This is an optimization exercise on Yosys and OpenROAD, whose aim is small area, not a production implementation. Function was checked by simulation only, so behaviour that the tests miss may differ from the original. Power figures rest on the tool's default switching activity, not on a simulated workload.

==> run a: inputs <==
## net_stack_top
module net_stack_top (
  input  wire               sys_reset,
  input  wire               net_clk,
  input  wire               user_rx_reset,
  input  wire               user_tx_reset,
  output logic              network_init_done,
  output logic              rx_overflow,
  input  wire net_pkg::word512_t tx_word,
  input  wire               tx_valid,
  output logic              tx_ready,
  output net_pkg::word512_t rx_word,
  output logic              rx_valid,
  input  wire               rx_ready,
  output net_pkg::beat64_t  mac_tx_beat,
  output logic              mac_tx_valid,
  input  wire               mac_tx_ready,
  input  wire net_pkg::beat64_t mac_rx_beat,
  input  wire               mac_rx_valid
);
  logic [63:0] tx_mid_data;   
  logic [7:0]  tx_mid_mask_n;
  logic        tx_mid_final;
  logic [2:0]  tx_mid_code;
  logic        tx_mid_last;
  logic        tx_mid_valid;
  logic        tx_mid_ready;
  logic [63:0] rx_mid_data;   
  logic [2:0]  rx_mid_code;
  logic        rx_mid_last;
  logic        rx_mid_valid;
  logic        rx_mid_ready;
  net_reset_seq i_reset_seq (
    .sys_reset     (sys_reset),
    .net_clk       (net_clk),
    .user_rx_reset (user_rx_reset),
    .user_tx_reset (user_tx_reset),
    .link_up       (network_init_done)
  );
  ...
==> module ns_fin16, before the edit <==
module ns_fin16 (
  input  wire [4:0] x,
  input  wire       d, s,
  output wire       y
);
  assign y = ~(&x & ~(d & s));
endmodule
==> module ns_fin8m, before the edit <==
module ns_fin8m (
  input  wire x0, x1, d6, s6, d7, s7, mn,
  output wire y
);
  assign y = ~((x0 & x1 & ~((d6 & s6) | (d7 & s7))) | mn);
endmodule
==> module ns_sel16, before the edit <==
module ns_sel16 (
  input  wire [15:0] d,
  input  wire [15:0] s,
  output wire        y
);
  wire [4:0] x;
  ns_aoi222 u_x0 (.a0(d[0]),  .b0(s[0]),  .a1(d[1]),  .b1(s[1]),  .a2(d[2]),  .b2(s[2]),  .y(x[0]));
  ns_aoi222 u_x1 (.a0(d[3]),  .b0(s[3]),  .a1(d[4]),  .b1(s[4]),  .a2(d[5]),  .b2(s[5]),  .y(x[1]));
  ns_aoi222 u_x2 (.a0(d[6]),  .b0(s[6]),  .a1(d[7]),  .b1(s[7]),  .a2(d[8]),  .b2(s[8]),  .y(x[2]));
  ns_aoi222 u_x3 (.a0(d[9]),  .b0(s[9]),  .a1(d[10]), .b1(s[10]), .a2(d[11]), .b2(s[11]), .y(x[3]));
  ns_aoi222 u_x4 (.a0(d[12]), .b0(s[12]), .a1(d[13]), .b1(s[13]), .a2(d[14]), .b2(s[14]), .y(x[4]));
  ns_fin16  u_y  (.x(x), .d(d[15]), .s(s[15]), .y(y));
endmodule
==> module ns_sel8m, before the edit <==
module ns_sel8m (
  input  wire [7:0] d,
  input  wire [7:0] s,
  input  wire       mn,
  output wire       y
);
  wire [1:0] x;
  ns_aoi222 u_x0 (.a0(d[0]), .b0(s[0]), .a1(d[1]), .b1(s[1]), .a2(d[2]), .b2(s[2]), .y(x[0]));
  ns_aoi222 u_x1 (.a0(d[3]), .b0(s[3]), .a1(d[4]), .b1(s[4]), .a2(d[5]), .b2(s[5]), .y(x[1]));
  ns_fin8m  u_y  (.x0(x[0]), .x1(x[1]), .d6(d[6]), .s6(s[6]), .d7(d[7]), .s7(s[7]), .mn(mn), .y(y));
endmodule
==> flow/config.mk <==
export PLATFORM = sky130hd
export DESIGN_NAME = net_stack_top
export DESIGN_NICKNAME = net_stack_top
export VERILOG_FILES = /design/flow/design.v
export SDC_FILE = /design/flow/constraint.sdc
export NUM_CORES = 4
export LEC_CHECK = 0
export CAP_MARGIN = 20
export CORE_MARGIN = 2
export CORE_UTILIZATION = 55
export SLEW_MARGIN = 20
export SYNTH_HIERARCHICAL = 1
export SYNTH_MINIMUM_KEEP_SIZE = 0
==> flow/constraint.sdc <==
create_clock -name core_clock -period 12.0 [get_ports {sys_reset}]
set_input_delay 2.4000 -clock core_clock [delete_from_list [all_inputs] [get_ports {sys_reset}]]
set_output_delay 2.4000 -clock core_clock [all_outputs]
set_load 0.01 [all_outputs]
standard.sh (not shown) runs the stock make flow with config.mk's settings and CLKGATE_MAP_FILE= SYNTH_SCRIPT=/design/flow/synth_recipe.tcl, a recipe that flattens the netlist after the stock synthesis.
==> flow/flow/run.sh <==
#!/bin/bash
# The standard layout (standard.sh: the standard flow's own ORFS run, its synthesis
# unchanged) with two changes:
#  - the buffers put on the ports are sky130_fd_sc_hd__buf_1, the smallest
#    buffer, rather than the cell buffer_ports picks by itself;
#  - clock tree synthesis clusters up to 15 flip-flops within 60 um on each
#    clkbuf_8 leaf buffer and inserts no dummy loads.
# make's full output goes to standard.log; ORFS keeps each step's own log
# under orfs/logs/.
set -euo pipefail
cd "$(dirname "$0")/.."
export BUFFER_PORTS_ARGS="-buffer_cell sky130_fd_sc_hd__buf_1"
export CTS_ARGS="-sink_clustering_enable -repair_clock_nets -dont_use_dummy_load -buf_list sky130_fd_sc_hd__clkbuf_8 -sink_clustering_size 15 -sink_clustering_max_diameter 60"
bash standard.sh > standard.log 2>&1
==> run b: changes against run a <==
--- a/flow/design.v
+++ b/flow/design.v
@@ -439,46 +439,68 @@
 `default_nettype wire
 `default_nettype none
 module ns_aoi222 (
   input  wire a0, b0, a1, b1, a2, b2,
   output wire y
 );
   assign y = ~((a0 & b0) | (a1 & b1) | (a2 & b2));
 endmodule
-module ns_fin16 (
-  input  wire [4:0] x,
-  input  wire       d, s,
-  output wire       y
+module ns_nand2 (
+  input  wire a, b,
+  output wire y
+);
+  assign y = ~(a & b);
+endmodule
+module ns_nand3 (
+  input  wire a, b, c,
+  output wire y
+);
+  assign y = ~(a & b & c);
+endmodule
+module ns_or2 (
+  input  wire a, b,
+  output wire y
+);
+  assign y = a | b;
+endmodule
+module ns_aoi22 (
+  input  wire a0, b0, a1, b1,
+  output wire y
 );
-  assign y = ~(&x & ~(d & s));
+  assign y = ~((a0 & b0) | (a1 & b1));
 endmodule
-module ns_fin8m (
-  input  wire x0, x1, d6, s6, d7, s7, mn,
+module ns_a31oi (
+  input  wire a0, a1, a2, b,
   output wire y
 );
-  assign y = ~((x0 & x1 & ~((d6 & s6) | (d7 & s7))) | mn);
+  assign y = ~((a0 & a1 & a2) | b);
 endmodule
 module ns_sel16 (
   input  wire [15:0] d,
   input  wire [15:0] s,
   output wire        y
 );
-  wire [4:0] x;
+  wire [5:0] x;
+  wire [1:0] z;
   ns_aoi222 u_x0 (.a0(d[0]),  .b0(s[0]),  .a1(d[1]),  .b1(s[1]),  .a2(d[2]),  .b2(s[2]),  .y(x[0]));
   ns_aoi222 u_x1 (.a0(d[3]),  .b0(s[3]),  .a1(d[4]),  .b1(s[4]),  .a2(d[5]),  .b2(s[5]),  .y(x[1]));
   ns_aoi222 u_x2 (.a0(d[6]),  .b0(s[6]),  .a1(d[7]),  .b1(s[7]),  .a2(d[8]),  .b2(s[8]),  .y(x[2]));
   ns_aoi222 u_x3 (.a0(d[9]),  .b0(s[9]),  .a1(d[10]), .b1(s[10]), .a2(d[11]), .b2(s[11]), .y(x[3]));
   ns_aoi222 u_x4 (.a0(d[12]), .b0(s[12]), .a1(d[13]), .b1(s[13]), .a2(d[14]), .b2(s[14]), .y(x[4]));
-  ns_fin16  u_y  (.x(x), .d(d[15]), .s(s[15]), .y(y));
+  ns_nand2  u_x5 (.a(d[15]), .b(s[15]), .y(x[5]));
+  ns_nand3  u_z0 (.a(x[0]), .b(x[1]), .c(x[2]), .y(z[0]));
+  ns_nand3  u_z1 (.a(x[3]), .b(x[4]), .c(x[5]), .y(z[1]));
+  ns_or2    u_y  (.a(z[0]), .b(z[1]), .y(y));
 endmodule
 module ns_sel8m (
   input  wire [7:0] d,
   input  wire [7:0] s,
   input  wire       mn,
   output wire       y
 );
-  wire [1:0] x;
+  wire [2:0] x;
   ns_aoi222 u_x0 (.a0(d[0]), .b0(s[0]), .a1(d[1]), .b1(s[1]), .a2(d[2]), .b2(s[2]), .y(x[0]));
   ns_aoi222 u_x1 (.a0(d[3]), .b0(s[3]), .a1(d[4]), .b1(s[4]), .a2(d[5]), .b2(s[5]), .y(x[1]));
-  ns_fin8m  u_y  (.x0(x[0]), .x1(x[1]), .d6(d[6]), .s6(s[6]), .d7(d[7]), .s7(s[7]), .mn(mn), .y(y));
+  ns_aoi22  u_x2 (.a0(d[6]), .b0(s[6]), .a1(d[7]), .b1(s[7]), .y(x[2]));
+  ns_a31oi  u_y  (.a0(x[0]), .a1(x[1]), .a2(x[2]), .b(mn), .y(y));
 endmodule
 `default_nettype wire
==> flow/flow/run.sh (replaced) <==
#!/bin/bash
# The standard layout (standard.sh: the standard flow's own ORFS run, its synthesis
# unchanged) with two changes:
#  - the buffers put on the ports are sky130_fd_sc_hd__buf_1, the smallest
#    buffer, rather than the cell buffer_ports picks by itself;
#  - clock tree synthesis clusters up to 15 flip-flops within 60 um on each
#    clkbuf_8 leaf buffer and inserts no dummy loads;
#  - after global routing, repair_timing -recover_power downsizes gates on
#    paths with positive slack (ORFS's RECOVER_POWER).
# make's full output goes to standard.log; ORFS keeps each step's own log
# under orfs/logs/.
set -euo pipefail
cd "$(dirname "$0")/.."
export BUFFER_PORTS_ARGS="-buffer_cell sky130_fd_sc_hd__buf_1"
export CTS_ARGS="-sink_clustering_enable -repair_clock_nets -dont_use_dummy_load -buf_list sky130_fd_sc_hd__clkbuf_8 -sink_clustering_size 15 -sink_clustering_max_diameter 60"
export RECOVER_POWER=100
bash standard.sh > standard.log 2>&1
- CORE_UTILIZATION: 55 -> 40
==> run c: changes against run a <==
--- a/flow/design.v
+++ b/flow/design.v
@@ -51,27 +51,26 @@
 `timescale 1ns/1ps
 `default_nettype none
 module tx_width_down (
   input  wire                    sys_reset,
   input  wire                    net_clk,
   input  wire net_pkg::word512_t in_word,
   input  wire                    in_valid,
   output logic                   in_ready,
-  input  wire  [7:0]             out_mask_n,  
   output logic [63:0]            out_data,    
   output logic                   out_final,   
   output logic [2:0]             out_code,    
   output logic                   out_last,    
   output logic                   out_valid,
   input  wire                    out_ready
 );
   logic [63:0]       data_q [8];
-  logic              part_q;
-  logic [2:0]        last_lane;
+  logic [2:0]        last_lane_q;
+  logic [2:0]        code_q;
   logic              last_q;
   logic [2:0]        lane_q;
   logic              ready_en;
   logic              load;
   logic [2:0]        in_last_lane;
   logic [7:0]        in_tail_keep;
   logic [2:0]        in_code;
   logic [7:0]        lane_sel;
@@ -88,29 +87,25 @@
     end
   end
   always_comb begin
     in_code = '0;
     for (int i = 1; i < 8; i++) begin
       if (in_tail_keep[i]) in_code = i[2:0];
     end
   end
-  assign last_lane = part_q ? data_q[7][61:59] : 3'd7;
-  assign out_final = (lane_q == last_lane);
-  assign out_code = part_q ? data_q[7][58:56] : 3'd7;
+  assign out_final = (lane_q == last_lane_q);
+  assign out_code = code_q;
   assign out_last = last_q;
   always_comb begin
     for (int i = 0; i < 8; i++) lane_sel[i] = (lane_q == i[2:0]);
   end
-  for (genvar b = 0; b < 64; b++) begin : g_out
-    logic [7:0] col;
-    for (genvar i = 0; i < 8; i++) begin : g_col
-      assign col[i] = data_q[i][b];
-    end
-    ns_sel8m u_sel (.d(col), .s(lane_sel), .mn(out_mask_n[b/8]), .y(out_data[b]));
+  always_comb begin
+    out_data = '0;
+    for (int i = 0; i < 8; i++) out_data = out_data | (data_q[i] & {64{lane_sel[i]}});
   end
   assign in_ready = ready_en & (~out_valid | (out_ready & out_final));
   assign load = in_valid & in_ready;
   always_ff @(posedge sys_reset or posedge net_clk) begin
     if (net_clk) begin
       ready_en <= 1'b0;
       out_valid <= 1'b0;
       lane_q <= '0;
@@ -123,37 +118,36 @@
         if (out_final) out_valid <= 1'b0;
         else lane_q <= lane_q + 1'b1;
       end
     end
   end
   always_ff @(posedge sys_reset) begin
     if (load) begin
       for (int i = 0; i < 8; i++) data_q[i] <= in_word.data[64*i +: 64];
-      if (!in_word.keep[63]) data_q[7][61:56] <= {in_last_lane, in_code};
-      part_q <= ~in_word.keep[63];
+      last_lane_q <= in_last_lane;
+      code_q <= in_code;
       last_q <= in_word.last;
     end
   end
 endmodule
 `default_nettype wire
 `timescale 1ns/1ps
 `default_nettype none
 module tx_frame_pad (
   input  wire                   sys_reset,
   input  wire                   net_clk,
   input  wire                   link_up,
-  output logic [7:0]            in_mask_n,   
+  input  wire [63:0]            in_data,
   input  wire                   in_final,
   input  wire [2:0]             in_code,
   input  wire                   in_last,
   input  wire                   in_valid,
   output logic                  in_ready,
-  output logic [7:0]            mac_keep,    
-  output logic                  mac_last,
+  output net_pkg::beat64_t      mac_beat,
   output logic                  mac_valid,
   input  wire                   mac_ready
 );
   logic       fill_q;      
   logic [3:0] beats_q;     
   logic       beat_last;   
   logic       at7;         
   logic       short_last;  
@@ -163,27 +157,29 @@
   assign beat_last = in_last & in_final;
   assign at7 = (beats_q == 4'd7);
   assign short_last = beat_last & ~beats_q[3] & (~at7 | ~in_code[2] & ~(in_code[1] & in_code[0]));
   assign pad = fill_q | short_last;
   always_comb begin
     for (int i = 0; i < 8; i++) in_keep[i] = ~in_final | (in_code >= i[2:0]);
   end
   assign byte_en = in_keep & {8{~fill_q}};
-  assign in_mask_n = ~byte_en;
-  assign mac_keep = pad ? (at7 ? 8'h0F : 8'hFF) : in_keep;
-  assign mac_last = pad ? at7 : beat_last;
+  always_comb begin
+    for (int i = 0; i < 8; i++) mac_beat.data[8*i +: 8] = in_data[8*i +: 8] & {8{byte_en[i]}};
+    mac_beat.keep = pad ? (at7 ? 8'h0F : 8'hFF) : in_keep;
+    mac_beat.last = pad ? at7 : beat_last;
+  end
   assign mac_valid = link_up & (fill_q | in_valid);
   assign in_ready = link_up & ~fill_q & mac_ready;
   always_ff @(posedge sys_reset or posedge net_clk) begin
     if (net_clk) begin
       fill_q <= 1'b0;
       beats_q <= '0;
     end else if (mac_valid && mac_ready) begin
-      if (mac_last) begin
+      if (mac_beat.last) begin
         fill_q <= 1'b0;
         beats_q <= '0;
       end else begin
         if (short_last) fill_q <= 1'b1;
         if (!beats_q[3]) beats_q <= beats_q + 1'b1;
       end
     end
   end
@@ -202,89 +198,73 @@
   output logic                  out_last,
   output logic                  out_valid,
   input  wire                   out_ready,
   output logic                  overflow
 );
   localparam int DEPTH = 16;
   localparam int PTR_W = $clog2(DEPTH);
   logic [63:0]    data_mem [DEPTH];
-  logic [1:0]     meta_mem [DEPTH];   
+  logic [3:0]     meta_mem [DEPTH];   
   logic [PTR_W:0] wr_ptr;   
   logic [PTR_W:0] rd_ptr;
   logic           empty;
   logic           full;
   logic           arrive;
   logic           wr_en;
   logic           rd_en;
   logic [2:0]     in_code;
   logic [DEPTH-1:0] rd_sel;
   logic [DEPTH-1:0] wr_sel;
-  logic [1:0]     meta;
-  logic           in_part;
-  logic [63:0]    in_data;
-  logic [63:0]    rd_data;
+  logic [3:0]     meta;
   assign empty = (wr_ptr == rd_ptr);
   assign full = (wr_ptr[PTR_W] != rd_ptr[PTR_W]) &&
                 (wr_ptr[PTR_W-1:0] == rd_ptr[PTR_W-1:0]);
   assign arrive = in_valid & link_up;   
   assign wr_en = arrive & ~full;
   assign rd_en = out_valid & out_ready;
   always_comb begin
     in_code = '0;
     for (int i = 1; i < 8; i++) begin
       if (in_beat.keep[i]) in_code = i[2:0];
     end
   end
-  assign in_part = ~in_beat.keep[7];
-  always_comb begin
-    in_data = in_beat.data;
-    if (in_part) in_data[58:56] = in_code;
-  end
   always_comb begin
     for (int i = 0; i < DEPTH; i++) begin
       rd_sel[i] = (rd_ptr[PTR_W-1:0] == i[PTR_W-1:0]);
       wr_sel[i] = wr_en & (wr_ptr[PTR_W-1:0] == i[PTR_W-1:0]);
     end
   end
-  for (genvar b = 0; b < 66; b++) begin : g_rd
-    logic [DEPTH-1:0] col;
-    for (genvar i = 0; i < DEPTH; i++) begin : g_col
-      if (b < 64) begin : g_d
-        assign col[i] = data_mem[i][b];
-      end else begin : g_m
-        assign col[i] = meta_mem[i][b-64];
-      end
-    end
-    if (b < 64) begin : g_od
-      ns_sel16 u_sel (.d(col), .s(rd_sel), .y(rd_data[b]));
-    end else begin : g_om
-      ns_sel16 u_sel (.d(col), .s(rd_sel), .y(meta[b-64]));
+  always_comb begin
+    out_data = '0;
+    meta = '0;
+    for (int i = 0; i < DEPTH; i++) begin
+      out_data = out_data | (data_mem[i] & {64{rd_sel[i]}});
+      meta = meta | (meta_mem[i] & {4{rd_sel[i]}});
     end
   end
   assign out_valid = ~empty;
-  assign out_data = rd_data;
-  assign out_last = meta[1];
-  assign out_code = meta[0] ? rd_data[58:56] : 3'd7;
+  assign out_last = meta[3];
+  assign out_code = meta[2:0];
   always_ff @(posedge sys_reset or posedge net_clk) begin
     if (net_clk) begin
       wr_ptr <= '0;
       rd_ptr <= '0;
       overflow <= 1'b0;
     end else begin
       if (wr_en) wr_ptr <= wr_ptr + 1'b1;
       if (rd_en) rd_ptr <= rd_ptr + 1'b1;
       if (arrive && full) overflow <= 1'b1;   
     end
   end
   always_ff @(posedge sys_reset) begin
     for (int i = 0; i < DEPTH; i++) begin
       if (wr_sel[i]) begin
-        data_mem[i] <= in_data;
-        meta_mem[i] <= {in_beat.last, in_part};
+        data_mem[i] <= in_beat.data;
+        meta_mem[i] <= {in_beat.last, in_code};
       end
     end
   end
 endmodule
 `default_nettype wire
 `timescale 1ns/1ps
 `default_nettype none
 module rx_width_up (
@@ -357,17 +337,16 @@
   input  wire               rx_ready,
   output net_pkg::beat64_t  mac_tx_beat,
   output logic              mac_tx_valid,
   input  wire               mac_tx_ready,
   input  wire net_pkg::beat64_t mac_rx_beat,
   input  wire               mac_rx_valid
 );
   logic [63:0] tx_mid_data;   
-  logic [7:0]  tx_mid_mask_n;
   logic        tx_mid_final;
   logic [2:0]  tx_mid_code;
   logic        tx_mid_last;
   logic        tx_mid_valid;
   logic        tx_mid_ready;
   logic [63:0] rx_mid_data;   
   logic [2:0]  rx_mid_code;
   logic        rx_mid_last;
@@ -381,37 +360,34 @@
     .link_up       (network_init_done)
   );
   tx_width_down i_tx_width_down (
     .sys_reset (sys_reset),
     .net_clk   (net_clk),
     .in_word   (tx_word),
     .in_valid  (tx_valid),
     .in_ready  (tx_ready),
-    .out_mask_n(tx_mid_mask_n),
     .out_data  (tx_mid_data),
     .out_final (tx_mid_final),
     .out_code  (tx_mid_code),
     .out_last  (tx_mid_last),
     .out_valid (tx_mid_valid),
     .out_ready (tx_mid_ready)
   );
-  assign mac_tx_beat.data = tx_mid_data;   
   tx_frame_pad i_tx_frame_pad (
     .sys_reset (sys_reset),
     .net_clk   (net_clk),
     .link_up   (network_init_done),
-    .in_mask_n (tx_mid_mask_n),
+    .in_data   (tx_mid_data),
     .in_final  (tx_mid_final),
     .in_code   (tx_mid_code),
     .in_last   (tx_mid_last),
     .in_valid  (tx_mid_valid),
     .in_ready  (tx_mid_ready),
-    .mac_keep  (mac_tx_beat.keep),
-    .mac_last  (mac_tx_beat.last),
+    .mac_beat  (mac_tx_beat),
     .mac_valid (mac_tx_valid),
     .mac_ready (mac_tx_ready)
   );
   rx_beat_fifo i_rx_beat_fifo (
     .sys_reset (sys_reset),
     .net_clk   (net_clk),
     .link_up   (network_init_done),
     .in_beat   (mac_rx_beat),
@@ -432,53 +408,8 @@
     .in_valid  (rx_mid_valid),
     .in_ready  (rx_mid_ready),
     .out_word  (rx_word),
     .out_valid (rx_valid),
     .out_ready (rx_ready)
   );
 endmodule
 `default_nettype wire
-`default_nettype none
-module ns_aoi222 (
-  input  wire a0, b0, a1, b1, a2, b2,
-  output wire y
-);
-  assign y = ~((a0 & b0) | (a1 & b1) | (a2 & b2));
-endmodule
-module ns_fin16 (
-  input  wire [4:0] x,
-  input  wire       d, s,
-  output wire       y
-);
-  assign y = ~(&x & ~(d & s));
-endmodule
-module ns_fin8m (
-  input  wire x0, x1, d6, s6, d7, s7, mn,
-  output wire y
-);
-  assign y = ~((x0 & x1 & ~((d6 & s6) | (d7 & s7))) | mn);
-endmodule
-module ns_sel16 (
-  input  wire [15:0] d,
-  input  wire [15:0] s,
-  output wire        y
-);
-  wire [4:0] x;
-  ns_aoi222 u_x0 (.a0(d[0]),  .b0(s[0]),  .a1(d[1]),  .b1(s[1]),  .a2(d[2]),  .b2(s[2]),  .y(x[0]));
-  ns_aoi222 u_x1 (.a0(d[3]),  .b0(s[3]),  .a1(d[4]),  .b1(s[4]),  .a2(d[5]),  .b2(s[5]),  .y(x[1]));
-  ns_aoi222 u_x2 (.a0(d[6]),  .b0(s[6]),  .a1(d[7]),  .b1(s[7]),  .a2(d[8]),  .b2(s[8]),  .y(x[2]));
-  ns_aoi222 u_x3 (.a0(d[9]),  .b0(s[9]),  .a1(d[10]), .b1(s[10]), .a2(d[11]), .b2(s[11]), .y(x[3]));
-  ns_aoi222 u_x4 (.a0(d[12]), .b0(s[12]), .a1(d[13]), .b1(s[13]), .a2(d[14]), .b2(s[14]), .y(x[4]));
-  ns_fin16  u_y  (.x(x), .d(d[15]), .s(s[15]), .y(y));
-endmodule
-module ns_sel8m (
-  input  wire [7:0] d,
-  input  wire [7:0] s,
-  input  wire       mn,
-  output wire       y
-);
-  wire [1:0] x;
-  ns_aoi222 u_x0 (.a0(d[0]), .b0(s[0]), .a1(d[1]), .b1(s[1]), .a2(d[2]), .b2(s[2]), .y(x[0]));
-  ns_aoi222 u_x1 (.a0(d[3]), .b0(s[3]), .a1(d[4]), .b1(s[4]), .a2(d[5]), .b2(s[5]), .y(x[1]));
-  ns_fin8m  u_y  (.x0(x[0]), .x1(x[1]), .d6(d[6]), .s6(s[6]), .d7(d[7]), .s7(s[7]), .mn(mn), .y(y));
-endmodule
-`default_nettype wire
==> flow/run.sh (new file) <==
#!/bin/bash
# synth_recipe.tcl (not shown) runs the flow's synth.tcl, then flattens the netlist and writes it again
# the make line also repeats each setting of config.mk as NAME=value (left out here)
make -C /OpenROAD-flow-scripts/flow DESIGN_CONFIG=/design/flow/config.mk WORK_HOME=/design/flow/orfs CLKGATE_MAP_FILE= SYNTH_SCRIPT=/design/flow/synth_recipe.tcl finish
- CORE_UTILIZATION: 55 -> 40
- SYNTH_HIERARCHICAL: 1 -> default
- SYNTH_MINIMUM_KEEP_SIZE: 0 -> default
removed: flow/flow/run.sh
removed: flow/standard.sh
==> notes <==
Run c passed the timing, DRC and antenna checks. Run b ran to the end with violations: capacitance limit, slew limit. Run a went through all stages and came out clean. The highest first-iteration DRC count belongs to run a, the lowest to run b. Worst setup slack: run b < run c < run a. Clock power: run b is smaller than run c (47%). The highest via count belongs to run c, the lowest to run b. Non-clock buffer count, lowest first: run c, run b, run a.
==> figures <==
Multi-input gate share of total cell area: run a 0.115; run c 0.114; run b 0.116
Capture point of the worst path: run a mac_tx_beat[15]; run c mac_tx_beat[61]; run b mac_tx_beat[54]
Effective utilization at floorplan: run a 0.555; run c 0.403; run b 0.402
Result of the run: run a complete, no violations; run c complete, no violations; run b complete, but fails checks
Reasons for failing layout checks: run a -; run c -; run b capacitance limit, slew limit
Plain + repair buffers: run a 1,400; run c 1,385; run b 1,395
Placed cell areas: run a 80,800 sq um; run c 92,900 sq um; run b 82,300 sq um
Number of nets at the end of the flow: run a 5,597; run c 6,045; run b 5,672
Die area: run a 136,000 sq um; run c 195,000 sq um; run b 188,000 sq um
Net switching power of the design: run a 5.14 mW; run c 6.67 mW; run b 5.44 mW
Cell Count Post-Placement: run a 6,495; run c 7,657; run b 7,276

## separate check: timing with driven ports
In the flow no input, the clock included, has a driving cell. The finished layouts below were timed again as built, in two steps.
Step 1 (the two cells are an assumption about what drives the block):
set clk [get_ports {sys_reset}]
set_driving_cell -lib_cell sky130_fd_sc_hd__clkbuf_16 $clk
set_driving_cell -lib_cell sky130_fd_sc_hd__buf_2 [delete_from_list [all_inputs] $clk]
Step 2 also shifts input and output timing later by t, the mid clock arrival at the registers, as if the neighbouring blocks saw the same clock.
Three values: ideal, step 1, step 2; two values: the first two.
| run | t, ns | setup WS [ns] | slew at the worst register clock pin (ns) |
|---|---|---|---|
| run a | 0.974 | 5.405 / 5.318 / 5.905 | 0.10 / 0.10 |
| run b | 1.008 | 3.409 / 3.316 / 2.533 | 0.10 / 0.10 |
| run c | 0.923 | 4.673 / 4.585 / 5.364 | 0.07 / 0.07 |
The setup slack of run b, which loses most, moves by -0.093 ns with the drivers and by -0.876 ns with both steps.
